Context: an optimization exercise on an open-source flow, tuned for small area, a short achievable clock period and few clock cycles per item. The choices shown serve that exercise and are no tape-out recipe.
Function was checked by simulation only, so behaviour that the tests miss may differ from the original.
Power is estimated from default activity; no workload was simulated.

$ cat design/flow/config.mk
export PLATFORM = sky130hd
export DESIGN_NAME = seg_top
export DESIGN_NICKNAME = seg_top
export VERILOG_FILES = /design/flow/design.v
export SDC_FILE = /design/flow/constraint.sdc
export NUM_CORES = 4
export LEC_CHECK = 0
export CAP_MARGIN = 20
export CORE_MARGIN = 2
export CORE_UTILIZATION = 40
export SLEW_MARGIN = 20
export SYNTH_MEMORY_MAX_BITS = 16384
$ cat design/flow/run.sh
#!/bin/bash
# synth_recipe.tcl (not shown) runs the flow's synth.tcl, then flattens the netlist and writes it again
# the make line also repeats each setting of config.mk as NAME=value (left out here)
make -C /OpenROAD-flow-scripts/flow DESIGN_CONFIG=/design/flow/config.mk WORK_HOME=/design/flow/orfs CLKGATE_MAP_FILE= SYNTH_SCRIPT=/design/flow/synth_recipe.tcl finish
$ cat design/flow/design.v
package seg_geom_pkg;
    localparam int IMG_W       = 16;
    localparam int IMG_H       = 16;
    localparam int NUM_CH      = 3;
    localparam int NUM_PIX     = IMG_W * IMG_H;
    localparam int NUM_BYTES   = NUM_PIX * NUM_CH;
    localparam int NUM_CLASSES = 4;
    typedef logic [7:0] pix_idx_t;
    typedef logic [1:0] label_t;
    typedef logic [7:0] pixel_t;
endpackage
package seg_ctrl_pkg;
    localparam int MEM_ADDR_W      = 20;
    localparam int WORDS_PER_FRAME = 192;
endpackage
`timescale 1ns/1ns
module frame_ram (
    input  logic       clk,
    input  logic       shift,
    input  logic [3:0] pair_in,      
    input  logic [7:0] raddr,
    output logic [1:0] rdata
);
    logic [3:0] mem [0:127];
    always_ff @(posedge clk) begin
        if (shift) begin
            for (int i = 0; i < 127; i++) begin
                mem[i] <= mem[i+1];
            end
            mem[127] <= pair_in;
        end
    end
    logic [3:0] pair_rd;
    assign pair_rd = mem[raddr[7:1]];
    always_ff @(posedge clk) begin
        rdata <= raddr[0] ? pair_rd[3:2] : pair_rd[1:0];
    end
endmodule
`timescale 1ns/1ns
module class_scorer (
    input  logic [7:0] r,
    input  logic [7:0] g,
    input  logic [7:0] b,
    output logic [1:0] lbl
);
    logic r_ge_g, r_ge_b, g_ge_b;
    logic x0, x1, x2;
    assign r_ge_g = (r >= g);
    assign r_ge_b = (r >= b);
    assign g_ge_b = (g >= b);
    assign x0 = ({2'b0, g} + {2'b0, b}) > ({2'b0, r} + 10'd100);
    assign x1 = ({2'b0, r} + {2'b0, b}) > ({2'b0, g} + 10'd100);
    assign x2 = ({2'b0, r} + {2'b0, g}) > ({2'b0, b} + 10'd100);
    always_comb begin
        if (r_ge_g && r_ge_b) begin
            lbl = x0 ? 2'd3 : 2'd0;
        end else if (g_ge_b) begin
            lbl = x1 ? 2'd3 : 2'd1;
        end else begin
            lbl = x2 ? 2'd3 : 2'd2;
        end
    end
endmodule
`timescale 1ns/1ns
module seg_top (
    input  logic                                clk,
    input  logic                                rst,
    input  logic                                start_process,
    output logic                                processing_done,
    output logic                                mem_req,
    output logic [seg_ctrl_pkg::MEM_ADDR_W-1:0] mem_addr,
    input  logic                                mem_ack,
    input  logic [31:0]                         mem_rdata,
    input  seg_geom_pkg::pix_idx_t              label_addr,
    output seg_geom_pkg::label_t                label,
    output logic [9:0]                          leds
);
    logic       busy;         
    logic       flag;         
    logic [7:0] waddr;        
    logic [1:0] wph;          
    logic       got;          
    logic       v;            
    logic [1:0] vph;          
    logic       vlast;        
    logic [31:0] w;           
    logic [15:0] h;           
    logic [1:0] pend;         
    assign got = mem_req && mem_ack;
    always_ff @(posedge clk or posedge rst) begin
        if (rst) begin
            busy    <= 1'b0;
            flag    <= 1'b0;
            mem_req <= 1'b0;
            waddr   <= '0;
            wph     <= '0;
            v       <= 1'b0;
            vph     <= '0;
            vlast   <= 1'b0;
        end else begin
            v     <= got;
            vph   <= wph;
            vlast <= got && (waddr == 8'(seg_ctrl_pkg::WORDS_PER_FRAME - 1));
            if (!busy) begin
                if (start_process) begin
                    busy    <= 1'b1;
                    flag    <= 1'b0;
                    mem_req <= 1'b1;
                    waddr   <= '0;
                    wph     <= '0;
                end
            end else begin
                if (got) begin
                    waddr <= waddr + 1'b1;
                    wph   <= (wph == 2'd2) ? 2'd0 : wph + 1'b1;
                    if (waddr == 8'(seg_ctrl_pkg::WORDS_PER_FRAME - 1)) begin
                        mem_req <= 1'b0;
                    end
                end
                if (v && vlast) begin
                    busy <= 1'b0;
                    flag <= 1'b1;
                end
            end
        end
    end
    always_ff @(posedge clk) begin
        w <= mem_rdata;
        if (v) begin
            h <= w[31:16];
        end
    end
    logic [7:0] ar, ag, ab;
    logic [1:0] la, lb;
    always_comb begin
        case (vph)
            2'd0:    begin ar = w[7:0];   ag = w[15:8];  ab = w[23:16]; end
            2'd1:    begin ar = h[15:8];  ag = w[7:0];   ab = w[15:8];  end
            default: begin ar = h[7:0];   ag = h[15:8];  ab = w[7:0];   end
        endcase
    end
    class_scorer u_cls_a (.r(ar), .g(ag), .b(ab), .lbl(la));
    class_scorer u_cls_b (.r(w[15:8]), .g(w[23:16]), .b(w[31:24]), .lbl(lb));
    always_ff @(posedge clk) begin
        if (v && vph == 2'd0) begin
            pend <= la;
        end
    end
    logic       shift;
    logic [3:0] pair_in;
    assign shift   = v && (vph != 2'd0);
    assign pair_in = (vph == 2'd1) ? {la, pend} : {lb, la};
    frame_ram u_label_ram (
        .clk     (clk),
        .shift   (shift),
        .pair_in (pair_in),
        .raddr   (label_addr),
        .rdata   (label)
    );
    assign processing_done = !busy;
    assign mem_addr        = {12'b0, waddr};
    assign leds            = {7'b0, flag && !busy, 1'b0, busy};
endmodule
$ cat design/flow/constraint.sdc
create_clock -name core_clock -period 8.0 [get_ports {clk}]
set_input_delay 1.6000 -clock core_clock [delete_from_list [all_inputs] [get_ports {clk}]]
set_output_delay 1.6000 -clock core_clock [all_outputs]
set_load 0.01 [all_outputs]
==> summary.md <==
| Metric | Value |
|---|---|
| Status | no timing/DRC/antenna violations |
| Post-cts hold buffer count | 0 |
| WP buf/inv | 1 |
| Number of DRC markers in iteration 0 | ~2,200 |
| Worst path cell trace | clkdlybuf4s50_1, nor2_1, and2_1, a222oi_1, o21ai_0, nor4_1, nand3_1, a2111oi_0, a221oi_1 |
| Final Slew Violations | 0 |
| Vias in the first global route | 17,520 |
| CTS tree | yes |
| Via count | 17,650 |
| GR Util All Layers | 22.26% |
| Mapped Area | ~0.026 mm² |
| Critical path data required time | 8.48 ns |
| Asr flop ratio synth | approximately 2.9% |
| Leak | 9.615 nW |
| Total global routing overflow | 0 |
| Post-layout instance area | 0.02996 mm² |
| Crit Path Class | in -> reg |
| Main synth FF type | edfxtp_1 |
| Drt pass-1 iters | 8 |
| Shortest period the worst path allows | approximately 5.2 ns |
| CP startpoint kind | primary input |
| # port buffers | 57 |
| Largest net degree at the start of global routing | 197 |
| Fillcell total | just under 6,000 |
| Post-route DRC | 0 |
| Worst path slowest cell | clkdlybuf4s50_1 |
| Initial antenna violation count | 0 |
| Placer congestion estimate | around 0.95 |
| Setup_tns | 0 ns |
| Clk slew on worst S/H paths | around 0.07 ns |
| Crit Path Max Fanout | 26 |
| Syn-to-layout area delta | 13.23% |
| Post-synth cell types | 72 |
| Power per Cell Area | 297.1 mW/mm² |
| Final #Nets | 2,208 |
| Avg Vias per Cell | 6.059 |
| Average wire per standard cell | 26.28 µm |
| Core area | ~0.066 mm² |
| Final Hold Vio Count | 0 |
| CTS Root Cell | clkbuf_16 |
| Largest cells by area after synthesis | edfxtp_1, ha_1, a22oi_1 |
| Setup Skew | 0.06404 ns |
| Synth Register Bits | 581 |
| Clk buf depth | 3 |
| Min Hold Slack | 0.3951 ns |
| Max Clk Rate | 0.1929 GHz |
| Layout cells sized above 1 | between 6 and 7% |
| Max-capacitance violation count | 0 |
| Sequential-to-total area share from yosys stat | 64.33% |
| Clk latency of the worst-skew pair | ~0.64 ns |
| # IOs | between 70 and 80 |
| Reg area | 0.01702 mm² |
| Std cell rows | 94 |
| Area occupied by multi-input gates | 0.008692 mm² |
| Die height | 261.2 µm |
| Cts repair resizes | 0 |
| Min-Delay Path Class | reg -> reg |
| Crit share post-route | 64.81% |
| CP delay by family, top | compound AO/OA/AOI/OAI gates |
| Die width | 261.2 µm |
| Synth top area share | 60.15% |
| Slew @ Worst Pin | 1.166 ns |
| Post-CTS Setup Bufs | 0 |
| DPL Wire Length | 51,540 µm |
| Setup slack, reg-to-reg | 2.98 ns |
| Yosys Warn Count | 4 |
| Final core occ | 45.65% |
| ANT nets after route | 0 |
| Synth Instances | just under 2,000 |
| Slew headroom | 22.27% |
| Total CTS buffers | 57 |
| RSZ-0062 raised after global routing | no |
| Cell taking the most area after synthesis | edfxtp_1 |
| Slowest Stage Delay on Critical Path | 1.13 ns |
| Maximum vdd drop | 0.1957 mV |
| Kind of end point of the critical path | flip-flop |
| Initial Util | just over 40% |
| Crit path DAT | about 5.7 ns |
| Final number of setup-violating endpoints | 0 |
| Post-Syn Area per Cell | about 14 µm² |
| Placed inst area | between 0.02 and 0.03 mm² |
| EDFF count, synth | 530 |
| Dpl cells | 2,806 |
| Cell Count, Final, Fillers Out | 2,913 |
| Die area | 0.06823 mm² |
| Total Wirelength | 76,550 µm |
| First-pass GRT wire length | 113,100 µm |
| CTS HTree Levels | 2 |
| Clock Sinks | 581 |
## power by group
part           switching, W  internal (W)  total, W
combinational       0.00135      0.000882   0.00223
clock               0.00117       0.00165   0.00282
sequential         0.000176       0.00368   0.00385
total               0.00270       0.00621   0.00890
## layer usage
layer | share of wire (%) | GRT usage [%] | up-vias
met5 | 0 | 0 | -
met4 | 5.0 | 10.48 | 0
met3 | 9.1 | 4.191 | 274
met2 | 47 | 36.88 | 1053
met1 | 39 | 28.28 | 8642
li1 | - | - | 7681
## synthesized netlist by cell type (15+ instances only)
cell type and number:
nand2_1 57, a21oi_1 83, xnor2_1 42, dfxtp_1 34, xor2_1 22, nor3_1 16
buf_1 15, a21o_1 24, a22o_1 17, buf_4 23, buf_2 17, nor4_1 19
nand3_1 129, o21a_1 19, clkbuf_1 57, o22ai_1 51, o21bai_1 23, nor2_1 80
a222oi_1 20, nand4_1 32, mux2i_1 26, nor2b_1 17, o21ai_0 44, edfxtp_1 530
dfrtp_1 17, inv_1 86, ha_1 157, a221oi_1 17, a22oi_1 128
## metrics by stage
| step | total power (W) | setup WS (ns) |
|---|---|---|
| 2_1_floorplan | 0.005501 | 2.138 |
| 3_3_place_gp | 0.006065 | 2.532 |
| 3_5_place_dp | 0.006127 | 2.360 |
| 4_1_cts | 0.008956 | 2.942 |
| 5_1_grt | 0.009377 | 2.587 |
| 6_report | 0.008903 | 2.815 |
## flip-flops by register name, summed over array words and instances (netlist names)
name               count
u_label_ram.mem      512
vph                    2
flag                   1
waddr                  8
pend                   2
v                      1
h                     16
vlast                  1
wph                    2
w                     32
busy                   1
u_label_ram.rdata      2
mem_req                1
## final timing paths
check	from	endpoint	cells after the start
setup / recovery	label_addr[3]	u_label_ram.rdata[0]$_DFF_P_	9
hold / removal	u_label_ram.mem[123][0]$_DFFE_PP_	u_label_ram.mem[122][0]$_DFFE_PP_	0
setup reg to reg	vph[0]$_DFF_PP0_	u_label_ram.mem[127][0]$_DFFE_PP_	18
hold reg to reg	u_label_ram.mem[123][0]$_DFFE_PP_	u_label_ram.mem[122][0]$_DFFE_PP_	0
max in group asynchronous	rst	waddr[1]$_DFFE_PP0P_	2
min in group asynchronous	rst	flag$_DFFE_PP0P_	2
## kinds of logic after synthesis
kind of cell             share of synthesized area (%)
buffers and inverters                            3.357
other                                          0.01417
AO/OA/AOI/OAI                                    12.95
multiplexers                                     1.154
AND/OR/NAND/NOR                                  8.204
adder cells (fa/ha/maj)                          7.878
flip-flops                                       64.33
XOR/XNOR                                         2.118
## final cells by class
class / count / area share (%)
timing repair buffer: 93 / 2.890
sequential: 581 / 56.81
clock buffer: 72 / 4.949
multi-input combinational: 1181 / 29.01
clock inverter: 34 / 1.633
inverter: 87 / 1.090
tap: 864 / 3.608
antenna: 1 / 0.008352
## placed cells by master (no fill, tap or decap), types with 8 or more instances in the layout
master,instances
nor2_1,80
a22o_1,17
a21o_1,24
a31oi_1,14
a211oi_1,8
edfxtp_1,530
dfxtp_1,34
a32oi_1,9
clkdlybuf4s50_1,57
nand3_1,129
o21a_1,18
a21oi_1,83
clkbuf_16,57
a222oi_1,20
o22ai_1,51
nor3_1,15
xnor2_1,42
nor2b_1,17
nand4_1,32
nand2b_1,9
clkbuf_1,15
clkinv_1,10
a221oi_1,17
ha_1,157
xor2_1,22
buf_4,34
o21ai_0,44
dfrtp_1,17
bufinv_16,10
nor4_1,18
mux2i_1,26
o21bai_1,23
conb_1,20
a22oi_1,128
nand2_1,57
and3_1,11
inv_1,86
Testbench counts, summed over its fixed seeds: cycles 30,746, frames 64.

==> port drivers added, routing unchanged <==
The flow's constraints put no driver on any port. The routed layout listed below was extracted and timed again, unchanged, in two steps.
Step 1 (the two cells are an assumption about what drives the block):
set clk [get_ports {clk}]
set_driving_cell -lib_cell sky130_fd_sc_hd__clkbuf_16 $clk
set_driving_cell -lib_cell sky130_fd_sc_hd__buf_2 [delete_from_list [all_inputs] $clk]
Step 2 adds t to the input delays and takes it off the output delays; t is the mean of the earliest and latest rising clock arrival at the registers after step 1. Input paths then give back, and output paths get back, about the clock's delay inside the block.
Three values: ideal, step 1, step 2; two values: the first two.
shift t [ns]: 0.675
slack for setup (ns): 2.815 / 2.848 / 2.173
hold slack, ns: 0.395 / 0.395 / 0.395
worst data-port slew with drivers (ns): 0.04
After both steps this run still meets setup and hold. For this run, drivers alone change the setup slack by +0.033 ns; drivers and shift together by -0.642 ns.
